What follows belongs to an exercise in optimizing a design on an open flow for small area, a short achievable clock period and few clock cycles per item; a production flow would make more cautious choices. No run shown here included a check of the RTL's function; only the layout flow was run. Power and IR drop assume default switching activity.

==> flow/design.v, too long to show whole: its modules and the start of the top module <==
// module csa_layer: 1831 lines
// module result_buffer: 83 lines
// module wallace_mult: 33 lines
module wallace_mult (
	input  logic                  clk,
	input  logic                  rst_n,
	input  logic                  in_valid,
	input  wallace_pkg::operand_t a,
	input  wallace_pkg::operand_t b,
	output logic                  in_credit,
	output logic                  out_valid,
	output wallace_pkg::product_t product,
	input  logic                  out_credit
);
  // ...
==> flow/run.sh <==
#!/bin/bash
# synth_recipe.tcl (not shown) runs the flow's synth.tcl, then flattens the netlist and writes it again
# the make line also repeats each setting of config.mk as NAME=value (left out here)
make -C /OpenROAD-flow-scripts/flow DESIGN_CONFIG=/design/flow/config.mk WORK_HOME=/design/flow/orfs CLKGATE_MAP_FILE= SYNTH_SCRIPT=/design/flow/synth_recipe.tcl finish
==> flow/config.mk <==
export PLATFORM = sky130hd
export DESIGN_NAME = wallace_mult
export DESIGN_NICKNAME = wallace_mult
export VERILOG_FILES = /design/flow/design.v
export SDC_FILE = /design/flow/constraint.sdc
export NUM_CORES = 4
export LEC_CHECK = 0
export CAP_MARGIN = 20
export CORE_MARGIN = 2
export CORE_UTILIZATION = 40
export SETUP_SLACK_MARGIN = 1.9
export SLEW_MARGIN = 20
==> flow/constraint.sdc <==
create_clock -name core_clock -period 4.0 [get_ports {clk}]
set_input_delay 0.8000 -clock core_clock [delete_from_list [all_inputs] [get_ports {clk}]]
set_output_delay 0.8000 -clock core_clock [all_outputs]
set_load 0.01 [all_outputs]
==> results_dict.tcl, run 1 <==
set metrics [dict create \
    min_period_over_period_pct 82.81 \
    fin_tns_setup_ns 0 \
    fin_nets 1670 \
    cts.path.max_buffers 3 \
    nNonClkInverters 120 \
    final_cells 2009 \
    fillers 3372 \
    ios 70 \
    final_layout_size_suffix_gt1_share_pct 34.53 \
    clk-power_mw 2.81 \
    routedWlPerCell_um 18.49 \
    p_leak_nw 8.429 \
    slowest_delay_ns 0.49 \
    worstSetupPathType "reg2reg" \
    synth_top_family_by_area "adder cells" \
    outcome "complete, no violations" \
    hold_violations 0 \
    synth_mux_area_share_pct 0.9637 \
    taps 532 \
    cts_setup_buffers 133 \
    core_um2 40550 \
    synthAdderAreaFrac_pct 18.85 \
    cts_resized 155 \
    multi_input_area_share_pct 37.67 \
    wl_met2_um 17010 \
    cts_tree "done" \
    setup_viol 0 \
    ys_warn_count 2 \
    finalMaxSlewViolations 0 \
    die_area_um2 42530 \
]
==> run 2, diff against run 1 <==
--- a/flow/config.mk
+++ b/flow/config.mk
@@ -10,3 +10,3 @@
 export CORE_UTILIZATION = 40
-export SETUP_SLACK_MARGIN = 1.9
+export SETUP_SLACK_MARGIN = 2.1
 export SLEW_MARGIN = 20
==> results_dict.tcl, run 2 <==
set metrics [dict create \
    switchingPower_mw 6.224 \
    finClkSkew_ns 0.01477 \
    seq_area_frac_synth_pct 50.92 \
    final_common_cell "edfxtp_1" \
    n_antenna_cell 0 \
    power_density_nw_per_um2 786.3 \
    routed-via-count 9926 \
    dp_slack_ns 0.5956 \
    grt_overflow 0 \
    initial_core_util_pct 40.34 \
    fp.dieW_um 206.2 \
    port_buffers 69 \
    dr.pass1.iters 5 \
    die_y_um 206.2 \
    setup_viol 0 \
    pwr-share-comb_pct 50.6 \
    outcome "complete, no violations" \
    antenna_left 0 \
    crit_path_end_kind "flop" \
    ys.flop_type "edfxtp_1" \
    reg_top3 "u_csa.st2_q (100), u_result_buffer.mem (64), u_csa.st3_q (60)" \
    largest_register_ffs 100 \
    fin_tns_setup_ns 0 \
    grt_max_degree 42 \
    routed_wl_um 37460 \
    min_path_type "reg2reg" \
    drc 0 \
    final_layout_size_suffix_gt1_share_pct 44.65 \
    fillers 3324 \
    crit_fanout 4 \
    worst_slack_ns 0.6383 \
    top_register "u_csa.st2_q" \
    ys_seq_elements 280 \
    track_usage_pct 17.42 \
    hold-worst-slack_ns 0.4204 \
    cts_tree "done" \
    synth_top_family_by_area "adder cells" \
    grt_pass1_wl_um 57420 \
    synth-compound-area-share_pct 8.635 \
    drt_iter0_markers 502 \
    cts.clk_slew.worst_paths_ns 0.06 \
    grt_pass1_vias 10364 \
    design_area_um2 22030 \
    dpl.hpwl_um 23400 \
    synth_mux_area_share_pct 0.9637 \
    crit_required_ns 4.44 \
    ys_top_cells_by_area "edfxtp_1, fa_1, xnor2_1" \
    layout.cells.most_common_list "edfxtp_1, buf_4, xnor2_1" \
    p_leak_nw 8.530 \
    synthCells 1256 \
    swShare_pct 35.94 \
    synth_xor_xnor_area_share_pct 9.744 \
    tightest_slew_ns 0.7720 \
    vdd_drop_max_mv 0.4193 \
    synth_common_cells "edfxtp_1, xnor2_1, a22oi_1, inv_1, fa_1" \
    syn_nets 1472 \
    synthSimpleGateAreaFrac_pct 4.620 \
    ys_types 49 \
    rows 74 \
    cts_hold_buf 0 \
    cts.sinks 280 \
    min_period_over_period_pct 84.04 \
    synth_area_leader_cell "edfxtp_1" \
    netlist_area_um2 16360 \
    syn_area_per_cell_um2 13.03 \
    cts.path.max_buffers 3 \
    p_int_mw 11.09 \
    fmax_mhz 297.5 \
    cts_buffers 30 \
    synthAdderAreaFrac_pct 18.85 \
    rsz0062_at_grt "true" \
    drt-vias-per-instance 4.938 \
    yosysTopAreaCellShare_pct 48.46 \
    insertion_delay_ns 0.56 \
    die_area_um2 42530 \
    htreeDepth 1 \
    finalMaxSlewViolations 0 \
    maxCapViolations 0 \
    ys_warn_count 2 \
    dpl_cell_area_um2 18120 \
    area_delta_synth_final_pct 34.64 \
    cts_root_buffer "clkbuf_16" \
    fin_nets 1672 \
    place_congestion 0.8128 \
    synth_edf_count 264 \
    synthArstFlopShare_pct 5.714 \
    worstSetupPathType "reg2reg" \
    hold_violations 0 \
    critPathLaunchType "flop" \
    min_period_ns 3.362 \
    grt_antenna_before_repair 0 \
    worst-endpoint-arrival_ns 3.80 \
    core_um2 40550 \
    slew_headroom_pct 48.37 \
    yosysMostFrequentCell "edfxtp_1" \
    routedWlPerCell_um 18.64 \
    ios 70 \
    pwr-share-seq_pct 33.8 \
    power.share.clock_pct 15.6 \
]
==> run 2: cell counts after synthesis <==
Identical to the previous run, type by type.
==> run 2: timing repair <==
action	in CTS	in global routing
gates resized for setup	311	124
hold endpoints to repair	0	0
pin swaps	132	124
setup buffers	148	31
gates cloned	5	5
endpoints found under the setup margin	339	364
==> run 2: critical path: stages, from the launching register on <==
cell and delay [ns]:
dfrtp_1 0.42, inv_2 0.10, ha_4 0.20, inv_1 0.27, ha_4 0.19, fa_2 0.43, o32a_1 0.39, ha_1 0.29
inv_1 0.04, ha_2 0.17, fa_1 0.48, o22ai_1 0.08, a21oi_1 0.12, nor3_1 0.05
==> run 2: final cells by class <==
class                      instances  area [um^2]  share of cell area (%)
timing repair buffer             281         2833                   12.86
inverter                         120        461.7                   2.096
clock buffer                      36        794.5                   3.607
tap                              532        665.6                   3.022
multi-input combinational        743         8780                   39.86
sequential                       280         8332                   37.83
clock inverter                    18        160.2                  0.7271
==> run 2: final timing paths <==
path	from	end	slack (ns)	cells after the start
max	u_result_buffer.count[0]	u_result_buffer.in_credit	0.64	13
min	u_csa.st2_q[86]	u_csa.st3_q[0]	0.42	0
max reg2reg	u_result_buffer.count[0]	u_result_buffer.in_credit	0.64	13
min reg2reg	u_csa.st2_q[86]	u_csa.st3_q[0]	0.42	0
max in group asynchronous	rst_n	u_result_buffer.out_valid	2.77	1
min in group asynchronous	rst_n	u_result_buffer.out_cnt[0]	0.69	1
==> run 2: per-layer routing <==
metal,global-route usage (%),share of wire (%)
met4,5.153,2.8
met5,0,0
met2,28.14,47
met1,24.22,45
met3,2.917,5.4
==> run 2: metrics by stage <==
stage / power (mW) / std cells / utilization [%]
finish: 17.32 / 2010 / 54.31
global route: 18.69 / 2010 / 54.31
CTS: 16.54 / 1974 / 52.09
detailed placement: 12.99 / 1767 / 44.68
global placement: 12.81 / 1767 / 44.68
floorplan: 11.11 / 1256 / -
==> run 2: logic make-up after synthesis <==
| family | after synthesis |
|---|---|
| flip-flops | 280 |
| AO/OA/AOI/OAI | 193 |
| buffers and inverters | 241 |
| adder cells (fa/ha/maj) | 182 |
| XOR/XNOR | 182 |
| AND/OR/NAND/NOR | 164 |
| multiplexers | 14 |
==> run 2: power by group through the flow <==
| stage | registers (mW) | logic, mW | clock network [mW] |
|---|---|---|---|
| after global placement | 6.02 | 6.79 | 0 |
| after global routing | 5.99 | 9.84 | 2.87 |
| after CTS | 5.85 | 7.93 | 2.77 |
| final | 5.86 | 8.77 | 2.70 |
| after floorplan | 5.70 | 5.40 | 0 |
| after detailed placement | 6.07 | 6.93 | 0 |
==> module result_buffer, before the edit <==
module result_buffer #(
	parameter int NS = 2
) (
	input  logic                  clk,
	input  logic                  rst_n,
	input  logic                  in_valid,
	input  wallace_pkg::product_t push_data,
	input  logic                  out_credit,
	output logic [NS-1:0]         load,
	output logic                  out_valid,
	output wallace_pkg::product_t product,
	output logic                  in_credit
);
	localparam int DEPTH = 2;
	localparam int SLOTS = NS + DEPTH;
	logic [DEPTH-1:0][32-1:0] mem;
	logic [2:0] count;
	logic [2:0] count_next;
	logic [1:0] out_cnt;
	logic [1:0] out_cnt_next;
	logic [NS-1:0] valid;
	logic [NS-1:0] move;
	logic pop;
	logic push;
	logic [2:0] n_ops;
	logic [2:0] n_ops_next;
	logic [2:0] up_cnt;
	logic [2:0] up_cnt_next;
	logic pop_next;
	assign pop = out_valid;
	assign push = move[NS-1];
	assign product = mem[0];
	assign count_next = count + 3'(push) - 3'(pop);
	assign out_cnt_next = out_cnt + 2'(out_credit) - 2'(pop);
	assign n_ops_next = n_ops + 3'(in_valid) - 3'(pop);
	assign up_cnt_next = up_cnt - 3'(in_valid) + 3'(in_credit);
	assign pop_next = (count_next != 3'd0) && (out_cnt_next != 2'd0);
	always_comb begin
		move[NS-1] = valid[NS-1] && ((count != 3'(DEPTH)) || pop);
		for (int k = NS - 2; k >= 0; k--) begin
			move[k] = valid[k] && (!valid[k+1] || move[k+1]);
		end
		load[0] = in_valid;
		for (int k = 1; k < NS; k++) begin
			load[k] = move[k-1];
		end
	end
	for (genvar k = 0; k < DEPTH; k++) begin : g_entry
		logic shift;
		logic fill;
		assign shift = pop && (3'(k + 1) < count);
		assign fill = push && (3'(k) == count - 3'(pop));
		always_ff @(posedge clk) begin
			if (shift || fill) begin
				if (k + 1 < DEPTH && shift) begin
					mem[k] <= mem[(k + 1 < DEPTH) ? k + 1 : k];
				end else begin
					mem[k] <= push_data;
				end
			end
		end
	end
	always_ff @(posedge clk or negedge rst_n) begin
		if (!rst_n) begin
			valid <= '0;
			count <= '0;
			out_cnt <= 2'(2);
			out_valid <= 1'b0;
			n_ops <= '0;
			up_cnt <= 3'(4);
			in_credit <= 1'b0;
		end else begin
			valid <= load | (valid & ~move);
			count <= count_next;
			out_cnt <= out_cnt_next;
			out_valid <= pop_next;
			n_ops <= n_ops_next;
			up_cnt <= up_cnt_next;
			in_credit <= (up_cnt_next < 3'(4)) &&
				(4'(n_ops_next) + 4'(up_cnt_next) - 4'(pop_next) < 4'(SLOTS));
		end
	end
endmodule
==> run 3, diff against run 2 <==
--- a/flow/design.v
+++ b/flow/design.v
@@ -1861,7 +1861,9 @@
 	logic push;
-	logic [2:0] n_ops;
-	logic [2:0] n_ops_next;
 	logic [2:0] up_cnt;
 	logic [2:0] up_cnt_next;
+	logic [2:0] total;
+	logic [2:0] total_next;
 	logic pop_next;
+	logic up_full_next;
+	logic room_next;
 	assign pop = out_valid;
@@ -1871,5 +1873,12 @@
 	assign out_cnt_next = out_cnt + 2'(out_credit) - 2'(pop);
-	assign n_ops_next = n_ops + 3'(in_valid) - 3'(pop);
 	assign up_cnt_next = up_cnt - 3'(in_valid) + 3'(in_credit);
-	assign pop_next = (count_next != 3'd0) && (out_cnt_next != 2'd0);
+	assign total_next = total - 3'(pop) + 3'(in_credit);
+	assign pop_next = (push || (count > 3'd1) || ((count == 3'd1) && !pop)) &&
+		(out_credit || (out_cnt > 2'd1) || ((out_cnt == 2'd1) && !pop));
+	assign up_full_next = ((up_cnt == 3'(4)) && (in_credit || !in_valid)) ||
+		((up_cnt == 3'(4 - 1)) && in_credit && !in_valid);
+	assign room_next = (total < 3'(SLOTS - 1)) ||
+		((total == 3'(SLOTS - 1)) && !(in_credit && !pop)) ||
+		((total == 3'(SLOTS)) && pop && !in_credit) ||
+		(total_next == 3'(SLOTS) && pop_next);
 	always_comb begin
@@ -1905,4 +1914,4 @@
 			out_valid <= 1'b0;
-			n_ops <= '0;
 			up_cnt <= 3'(4);
+			total <= 3'(4);
 			in_credit <= 1'b0;
@@ -1913,6 +1922,5 @@
 			out_valid <= pop_next;
-			n_ops <= n_ops_next;
 			up_cnt <= up_cnt_next;
-			in_credit <= (up_cnt_next < 3'(4)) &&
-				(4'(n_ops_next) + 4'(up_cnt_next) - 4'(pop_next) < 4'(SLOTS));
+			total <= total_next;
+			in_credit <= !up_full_next && room_next;
 		end
--- a/flow/config.mk
+++ b/flow/config.mk
@@ -10,3 +10,3 @@
 export CORE_UTILIZATION = 40
-export SETUP_SLACK_MARGIN = 2.1
+export SETUP_SLACK_MARGIN = 1.9
 export SLEW_MARGIN = 20
==> results_dict.tcl, run 3 <==
set metrics [dict create \
    outcome "complete, no violations" \
    switchingPower_mw 5.535 \
    initial_core_util_pct 40.40 \
    synth_common_cells "edfxtp_1, inv_1, xnor2_1, a22oi_1, fa_1" \
    cts_buffers 31 \
    min_period_ns 2.366 \
    synthCells 1296 \
    finClkSkew_ns 0.02379 \
    insertion_delay_ns 0.58 \
    core_um2 40740 \
    hp-start "u_csa.st2_q[101]" \
    largest_register_ffs 100 \
    yosysTopAreaCellShare_pct 48.17 \
    yosysMostFrequentCell "edfxtp_1" \
    power_density_nw_per_um2 747.3 \
    syn_nets 1506 \
    maxCapViolations 0 \
    power.share.clock_pct 17.0 \
    critPathLaunchType "flop" \
    cts_hold_buf 0 \
    setup_viol 0 \
    die_area_um2 42780 \
    p_int_mw 10.47 \
    grt_overflow 0 \
    crit_fanout 4 \
    htreeDepth 1 \
    ys.flop_type "edfxtp_1" \
    synth_xor_xnor_area_share_pct 9.633 \
    seq_area_frac_synth_pct 50.63 \
    finalMaxSlewViolations 0 \
    track_usage_pct 16.88 \
    synth_edf_count 264 \
    fin_nets 1680 \
    grt_pass1_vias 10316 \
    worst-endpoint-arrival_ns 2.66 \
    synthAdderAreaFrac_pct 18.23 \
    tightest_slew_ns 0.7982 \
    cts.path.max_buffers 3 \
    slew_headroom_pct 46.62 \
    ys_warn_count 2 \
    drc 0 \
    synth_mux_area_share_pct 0.9580 \
    vdd_drop_max_mv 0.3845 \
    synth_top_family_by_area "adder cells" \
    pwr-share-seq_pct 36.3 \
    p_leak_nw 8.596 \
    pwr-share-comb_pct 46.7 \
    grt_max_degree 81 \
    hold_depth 0 \
    ys_types 50 \
    drt_iter0_markers 635 \
    synthSimpleGateAreaFrac_pct 4.539 \
    dpl.hpwl_um 23090 \
    routed_wl_um 36900 \
    r2r_start "u_csa.st1_q[15]" \
    regToRegEndpoint "u_csa.st2_q[44]" \
    fmax_mhz 422.7 \
    drt-vias-per-instance 4.962 \
    port_buffers 69 \
    final_common_cell "edfxtp_1" \
    syn_area_per_cell_um2 12.70 \
    routed-via-count 10048 \
    min_path_type "reg2reg" \
    layout.cells.most_common_list "edfxtp_1, inv_1, xnor2_1" \
    min_period_over_period_pct 59.15 \
    crit_required_ns 4.30 \
    cts_tree "done" \
    worstHoldEndpoint "u_csa.st3_q[58]" \
    die_y_um 206.8 \
    synthArstFlopShare_pct 5.714 \
    cts_root_buffer "clkbuf_16" \
    synth_area_leader_cell "edfxtp_1" \
    hold_violations 0 \
    cts.clk_slew.worst_paths_ns 0.06 \
    place_congestion 0.8422 \
    dr.pass1.iters 5 \
    synth-compound-area-share_pct 8.386 \
    reg_top3 "u_csa.st2_q (100), u_result_buffer.mem (64), u_csa.st3_q (60)" \
    rsz0062_at_grt "true" \
    ys_seq_elements 280 \
    routedWlPerCell_um 18.22 \
    ios 70 \
    cts.sinks 280 \
    regToRegSetupSlack_ns 1.63 \
    grt_pass1_wl_um 55960 \
    power_mw 16.01 \
    ys_top_cells_by_area "edfxtp_1, fa_1, xnor2_1" \
    fp.dieW_um 206.8 \
    grt_antenna_before_repair 1 \
    netlist_area_um2 16460 \
    top_register "u_csa.st2_q" \
    fin_tns_setup_ns 0 \
    crit_path_end_kind "flop" \
    worstSetupPathType "reg2reg" \
    final_layout_size_suffix_gt1_share_pct 32.10 \
    rows 74 \
    reg2reg_depth 5 \
    antenna_left 0 \
    swShare_pct 34.58 \
    fillers 3399 \
    area_delta_synth_final_pct 30.17 \
]
run 3: cell count changes after synthesis, moves of 3 or more:
cell / delta
xnor2_1: +10
nor2_1: -6
ha_1: -5
o31ai_1: -4
a21oi_1: -3
inv_1: +62
nand2_1: -10
xor2_1: -11
and2_1: +4
clkbuf_1: -5
buf_2: +3
run 3: power groups by stage:
stage	registers, mW	clock network [mW]	logic, mW
floorplan	5.67	0	4.56
global placement	6.02	0	5.75
detailed placement	6.05	0	5.89
CTS	5.77	2.80	6.82
global route	5.94	2.91	8.46
finish	5.81	2.72	7.48
run 3: layer usage:
layer / global-route usage, % / wire length (um)
met5: 0 / 0
met4: 5.243 / 837
met3: 3.218 / 2330
met2: 26.74 / 17150
met1: 23.60 / 16580
run 3: area by class of cell:
cell class	count	area, um^2	share of cell area (%)
clock buffer	36	794.5	3.709
clock inverter	19	168.9	0.7885
inverter	183	691.9	3.230
antenna	1	2.502	0.01168
sequential	280	8335	38.91
tap	532	665.6	3.107
timing repair buffer	256	2804	13.09
multi-input combinational	718	7959	37.15
run 3: kinds of logic after synthesis:
logic type,count (synthesis)
fa+ha+maj,176
simple gates,154
flops,280
mux,14
compound gates,190
buf+inv,301
xor+xnor,181
run 3: worst max-delay path by stage:
stage	from	end
finish	u_csa.st1_q[15]	u_csa.st2_q[44]
global route	u_csa.st1_q[13]	u_csa.st2_q[28]
CTS	u_csa.st1_q[15]	u_csa.st2_q[44]
detailed placement	u_csa.st1_q[1]	u_csa.st2_q[24]
global placement	u_csa.st1_q[15]	u_csa.st2_q[44]
floorplan	u_csa.st1_q[25]	u_csa.st2_q[84]
run 3: critical path, cell delays in order (launching register included):
cell	delay, ns
edfxtp_1	0.49
buf_4	0.20
a22oi_2	0.22
xnor2_2	0.15
fa_2	0.59
fa_2	0.45
run 3: repair_timing:
action                                  4_1_cts  5_1_grt
gates cloned                                  4        9
buffers inserted                            135       32
endpoints found under the setup margin      283      277
gates resized for setup                     124      135
pin swaps                                    57       84
endpoints found under the hold margin         0        0
run 3: per-stage QoR:
stage               area, um^2  setup slack (ns)  util [%]  hold slack, ns  std cells
finish                   21420             1.634     52.58          0.4181       2025
global route             21420             1.594     52.58          0.4353       2024
CTS                      20410             1.674     50.10          0.4230       1983
detailed placement       17600             1.172     43.20          0.4120       1789
global placement         17600             1.195     43.20          0.4070       1789
floorplan                17260             1.764         -          0.4003       1296
==> run 4, diff against run 3 <==
--- a/flow/config.mk
+++ b/flow/config.mk
@@ -10,3 +10,3 @@
 export CORE_UTILIZATION = 40
-export SETUP_SLACK_MARGIN = 1.9
+export SETUP_SLACK_MARGIN = 1.7
 export SLEW_MARGIN = 20
==> results_dict.tcl, run 4 <==
set metrics [dict create \
    rows 74 \
    area_delta_synth_final_pct 21.65 \
    grt_pass1_wl_um 56120 \
    slowest_delay_ns 0.48 \
    fp.dieW_um 206.8 \
    worst-endpoint-arrival_ns 2.58 \
    netlist_area_um2 16460 \
    ios 70 \
    grt_max_degree 61 \
    cts_root_buffer "clkbuf_16" \
    vdd_drop_max_mv 0.4228 \
    crit_required_ns 4.26 \
    die_area_um2 42780 \
    rsz0062_at_grt "true" \
    cts_buffers 34 \
    synth_area_leader_cell "edfxtp_1" \
    drt_iter0_markers 650 \
    p_leak_nw 8.122 \
    finClkSkew_ns 0.01166 \
    min_period_ns 2.315 \
    reg2reg_depth 6 \
    ys_types 50 \
    synthCells 1296 \
    antenna_left 0 \
    port_buffers 69 \
    routedWlPerCell_um 18.11 \
    hold_violations 0 \
    hold-worst-slack_ns 0.4174 \
    fin_tns_setup_ns 0 \
    design_area_um2 20020 \
    critPathLaunchType "flop" \
    power_mw 15.39 \
    cp.depth 6 \
    seq_area_frac_synth_pct 50.63 \
    reg_top3 "u_csa.st2_q (100), u_result_buffer.mem (64), u_csa.st3_q (60)" \
    crit_top_cell "fa_1" \
    final_layout_size_suffix_gt1_share_pct 18.22 \
    power_density_nw_per_um2 768.8 \
    seq_area_um2 8333 \
    grt_pass1_vias 10210 \
    final_common_cell "edfxtp_1" \
    drc 0 \
    yosysTopAreaCellShare_pct 48.17 \
    setup_viol 0 \
    min_period_over_period_pct 57.86 \
    core_um2 40740 \
    grt_overflow 0 \
    ys.flop_type "edfxtp_1" \
    cts.path.max_buffers 3 \
    initial_core_util_pct 40.40 \
    dpl.hpwl_um 23290 \
    place_congestion 0.8905 \
    critPathTopFamily "adder cells" \
    regToRegSetupSlack_ns 1.69 \
    syn_area_per_cell_um2 12.70 \
    htreeDepth 2 \
    cts.sinks 280 \
    maxCapViolations 0 \
    crit_path_end_kind "flop" \
    path_cells "buf_6 -> clkbuf_16 -> a22oi_2 -> xnor2_1 -> fa_1 -> fa_1" \
    min_path_type "reg2reg" \
    die_y_um 206.8 \
    r2r_start "u_csa.st1_q[7]" \
    ys_seq_elements 280 \
    cts_hold_buf 0 \
    fillers 3594 \
    n_antenna_cell 0 \
    routed-via-count 9852 \
    worst-path-buf-inv 2 \
    slew_headroom_pct 42.61 \
    insertion_delay_ns 0.53 \
    crit_fanout 6 \
    cts_tree "done" \
    synth_common_cells "edfxtp_1, inv_1, xnor2_1, a22oi_1, fa_1" \
    worstSetupPathType "reg2reg" \
    synthArstFlopShare_pct 5.714 \
    ys_top_cells_by_area "edfxtp_1, fa_1, xnor2_1" \
    worst_slack_ns 1.685 \
    yosysMostFrequentCell "edfxtp_1" \
    routed_wl_um 35680 \
    multi_input_area_um2 7126 \
    dr.pass1.iters 5 \
    grt_antenna_before_repair 0 \
    dpl_cell_area_um2 17360 \
    synth_edf_count 264 \
    hold_depth 0 \
    layout.cells.most_common_list "edfxtp_1, inv_1, xnor2_1" \
    top_register "u_csa.st2_q" \
    track_usage_pct 17.26 \
    drt-vias-per-instance 5.001 \
    dp_slack_ns 1.280 \
    fin_nets 1624 \
    cp-startpoint "u_csa.st1_q[7]" \
    fmax_mhz 432.1 \
    largest_register_ffs 100 \
    hp-start "u_csa.st2_q[94]" \
    finalMaxSlewViolations 0 \
    syn_nets 1506 \
    critical-path-slowest-cell "fa_1" \
    tightest_slew_ns 0.8608 \
    cts.clk_slew.worst_paths_ns 0.06 \
    outcome "complete, no violations" \
    ys_warn_count 2 \
]
==> run 4: timing repair <==
| action | CTS | global route |
|---|---|---|
| gates cloned | 2 | 2 |
| resized for setup | 8 | 58 |
| pin swaps | 4 | 35 |
| setup buffers | 105 | 8 |
| endpoints found under the setup margin | 115 | 141 |
==> run 4: path summary, 6_finish.rpt <==
check                                             to
min reg2reg                          u_csa.st3_q[34]
max reg2reg                          u_csa.st2_q[40]
min                                  u_csa.st3_q[34]
min in group asynchronous  u_result_buffer.up_cnt[1]
max                                  u_csa.st2_q[40]
max in group asynchronous  u_result_buffer.out_valid
==> run 4: final cells by class <==
cell class	count	share of cell area (%)
clock buffer	44	4.543
clock inverter	16	1.037
inverter	183	3.475
multi-input combinational	717	35.59
sequential	280	41.62
tap	532	3.325
timing repair buffer	198	10.41
==> run 4: logic make-up after synthesis <==
logic type | after synthesis | synth area share, %
multiplexers | 14 | 0.9579
buffers and inverters | 301 | 7.626
adder cells (fa/ha/maj) | 176 | 18.23
AO/OA/AOI/OAI | 190 | 8.386
XOR/XNOR | 181 | 9.633
AND/OR/NAND/NOR | 154 | 4.539
flip-flops | 280 | 50.63
==> run 4: metrics by stage <==
stage               std cells  util, %
finish                   1970    49.14
CTS                      1960    48.27
detailed placement       1793    42.62
global placement         1793    42.62
global route             1970    49.14
floorplan                1296        -
==> run 4: power by group <==
group,internal [mW],total (mW),switching [mW]
clock,1.93,3.10,1.18
combinational,3.01,6.47,3.46
sequential,5.26,5.82,0.564
total,10.2,15.4,5.20
==> run 4: worst register-to-register path: cells and delay by family (launching register included) <==
family / cells / cell delay (ns)
XOR/XNOR: 1 / 0.16
buffers and inverters: 2 / 0.30
adder cells (fa/ha/maj): 2 / 0.96
flip-flops: 1 / 0.44
AO/OA/AOI/OAI: 1 / 0.19
==> run 4: metal layers <==
metal  track usage [%]  vias to the layer above  part of all wire [%]
met5                 0                        -                     0
met4             6.738                        0                   3.2
met3             4.270                       85                   7.0
met2             25.87                      320                    44
met1             24.23                     4852                    46
li1                  -                     4595                     -
==> run 5, diff against run 4 <==
--- a/flow/config.mk
+++ b/flow/config.mk
@@ -7,2 +7,3 @@
 export LEC_CHECK = 0
+export ABC_AREA = 1
 export CAP_MARGIN = 20
@@ -10,3 +11,5 @@
 export CORE_UTILIZATION = 40
-export SETUP_SLACK_MARGIN = 1.7
+export CTS_CLUSTER_DIAMETER = 80
+export CTS_CLUSTER_SIZE = 30
+export SETUP_SLACK_MARGIN = 1.8
 export SLEW_MARGIN = 20
==> results_dict.tcl, run 5 <==
set metrics [dict create \
    ys_warn_count 2 \
    power_mw 14.73 \
    hold_violations 0 \
    routedWlPerCell_um 17.89 \
    port_buffers 69 \
    synth_edf_count 264 \
    crit_fanout 7 \
    worst-endpoint-arrival_ns 2.70 \
    ios 70 \
    top_register "u_csa.st2_q" \
    die_y_um 208.6 \
    critical-path-slowest-cell "edfxtp_1" \
    setup_viol 0 \
    rsz0062_at_grt "true" \
    routed-via-count 10561 \
    vdd_drop_max_mv 0.2889 \
    dr.pass1.iters 5 \
    cts_root_buffer "clkbuf_16" \
    routed_wl_um 38830 \
    seq_area_frac_synth_pct 49.76 \
    htreeDepth 1 \
    synthArstFlopShare_pct 5.714 \
    path_cells "clkinv_4 -> o22ai_1 -> xor2_1 -> fa_1 -> inv_2 -> fa_2" \
    netlist_area_um2 16740 \
    outcome "complete, no violations" \
    drt-vias-per-instance 4.867 \
    grt_max_degree 83 \
    yosysTopAreaCellShare_pct 47.35 \
    ys_types 36 \
    crit_path_end_kind "flop" \
    fmax_mhz 412.2 \
    dpl.hpwl_um 25750 \
    min_period_over_period_pct 60.64 \
    insertion_delay_ns 0.52 \
    reg2reg_depth 6 \
    area_delta_synth_final_pct 24.76 \
    ys.flop_type "edfxtp_1" \
    crit_required_ns 4.28 \
    drt_iter0_markers 782 \
    synthCells 1476 \
    fp.dieW_um 208.6 \
    initial_core_util_pct 40.73 \
    grt_pass1_wl_um 59640 \
    fin_nets 1838 \
    cts.sinks 280 \
    drc 0 \
    grt_overflow 0 \
    critPathTopFamily "adder cells" \
    cp.depth 6 \
    reg_top3 "u_csa.st2_q (100), u_result_buffer.mem (64), u_csa.st3_q (60)" \
    antenna_left 0 \
    n_antenna_cell 0 \
    finClkSkew_ns 0.02410 \
    min_path_type "reg2reg" \
    hold_depth 0 \
    cts_tree "done" \
    multi_input_area_um2 7841 \
    ys_top_cells_by_area "edfxtp_1, fa_1, xor2_1" \
    worstSetupPathType "reg2reg" \
    critPathLaunchType "flop" \
    core_um2 41110 \
    slew_headroom_pct 50.09 \
    cts_hold_buf 0 \
    rows 74 \
    p_leak_nw 8.908 \
    synth_common_cells "inv_1, edfxtp_1, nand2_1, xor2_1, o22ai_1" \
    ys_seq_elements 280 \
    cts.clk_slew.worst_paths_ns 0.11 \
    final_layout_size_suffix_gt1_share_pct 24.54 \
    grt_pass1_vias 10684 \
    final_common_cell "edfxtp_1" \
    fin_tns_setup_ns 0 \
    tightest_slew_ns 0.7463 \
    worst-path-buf-inv 2 \
    cts_buffers 16 \
    seq_area_um2 8333 \
    slowest_delay_ns 0.56 \
    syn_nets 1686 \
    min_period_ns 2.426 \
    synth_area_leader_cell "edfxtp_1" \
    yosysMostFrequentCell "inv_1" \
    syn_area_per_cell_um2 11.34 \
    power_density_nw_per_um2 705.3 \
    place_congestion 0.8857 \
    finalMaxSlewViolations 0 \
    largest_register_ffs 100 \
    fillers 3616 \
    layout.cells.most_common_list "edfxtp_1, inv_1, nand2_1" \
    grt_antenna_before_repair 0 \
    die_area_um2 43510 \
    cts.path.max_buffers 3 \
    track_usage_pct 17.50 \
    maxCapViolations 0 \
]
## run 5: per-layer routing
metal  global-route usage [%]  wire, um
met2                    28.06     18100
met4                    5.025       922
met3                    2.269      1892
met1                    25.08     17920
met5                        0         0
## run 5: cells by family (layout without fill, tap and decap cells)
logic type               Yosys count  in the layout  synth area share, %
AO/OA/AOI/OAI                    170            172                6.307
XOR/XNOR                         158            158                8.265
adder cells (fa/ha/maj)          175            175                17.86
buffers and inverters            379            539                9.386
flip-flops                       280            280                49.76
multiplexers                       7              7               0.4708
AND/OR/NAND/NOR                  307            307                7.951
## run 5: worst reg2reg max path: stages (launching register included)
cell and delay, ns:
edfxtp_1 0.56, clkinv_4 0.20, o22ai_1 0.25, xor2_1 0.23, fa_1 0.44, inv_2 0.08, fa_2 0.43
## run 5: through the flow
stage	std cells	hold slack (ns)	util [%]	cell area, um^2	setup slack, ns
floorplan	1476	0.4003	-	16890	1.195
global placement	2004	0.4087	43.22	17770	1.295
detailed placement	2004	0.4117	43.22	17770	1.294
CTS	2138	0.4390	48.46	19920	1.651
global route	2170	0.4467	50.82	20890	1.528
finish	2170	0.4375	50.82	20890	1.574
## run 5: path summary, 6_finish.rpt
kind,startpoint,end,slack [ns]
min reg2reg,u_csa.st2_q[101],u_csa.st3_q[58],0.44
min,u_csa.st2_q[101],u_csa.st3_q[58],0.44
max reg2reg,u_csa.st1_q[13],u_csa.st2_q[32],1.57
min in group asynchronous,rst_n,u_result_buffer.up_cnt[0],0.71
max in group asynchronous,rst_n,u_result_buffer.out_valid,2.77
max,u_csa.st1_q[13],u_csa.st2_q[32],1.57
## run 5: timing repair
action,in CTS,in global routing
setup buffers,96,27
gates cloned,10,5
pin swaps,53,82
endpoints found under the setup margin,276,171
gates resized for setup,176,133
## run 5: cell type report
cell class,instances,share of cell area (%)
Clock buffer,20,2.138
Clock inverter,8,0.6349
Inverter,294,6.031
Multi-Input combinational cell,819,37.54
Sequential cell,280,39.89
Tap cell,532,3.186
Timing Repair Buffer,208,10.28
Timing Repair inverter,9,0.3055
## run 5: where the power goes
| part | total (mW) | internal (mW) | switching [mW] |
|---|---|---|---|
| sequential | 5.68 | 5.19 | 0.485 |
| combinational | 7.08 | 3.12 | 3.97 |
| clock | 1.98 | 0.926 | 1.05 |

port drivers added, routing unchanged:
In the flow no input, the clock included, has a driving cell. The finished layouts below were timed again as built, in two steps.
Step 1 assumes that a clkbuf_16 drives the clock port and a buf_2 every other input.
Step 2 adds t to the input delays and takes it off the output delays; t is the mean of the earliest and latest rising clock arrival at the registers after step 1. Input paths then give back, and output paths get back, about the clock's delay inside the block.
Three values: no drivers, after step 1, after step 2; two values: the first two.
| run | t (ns) | setup WS [ns] | slew at the worst register clock pin (ns) |
|---|---|---|---|
| run 1 | 0.564 | 0.687 / 0.687 / 0.438 | 0.07 / 0.07 |
| run 2 | 0.603 | 0.638 / 0.638 / 0.638 | 0.06 / 0.06 |
| run 3 | 0.617 | 1.634 / 1.634 / 1.634 | 0.06 / 0.06 |
| run 4 | 0.576 | 1.685 / 1.685 / 1.632 | 0.06 / 0.06 |
| run 5 | 0.563 | 1.574 / 1.574 / 1.574 | 0.11 / 0.11 |
After both steps every run listed still meets setup and hold. The setup slack of run 1, which loses most, moves by 0.000 ns with the drivers and by -0.249 ns with both steps.
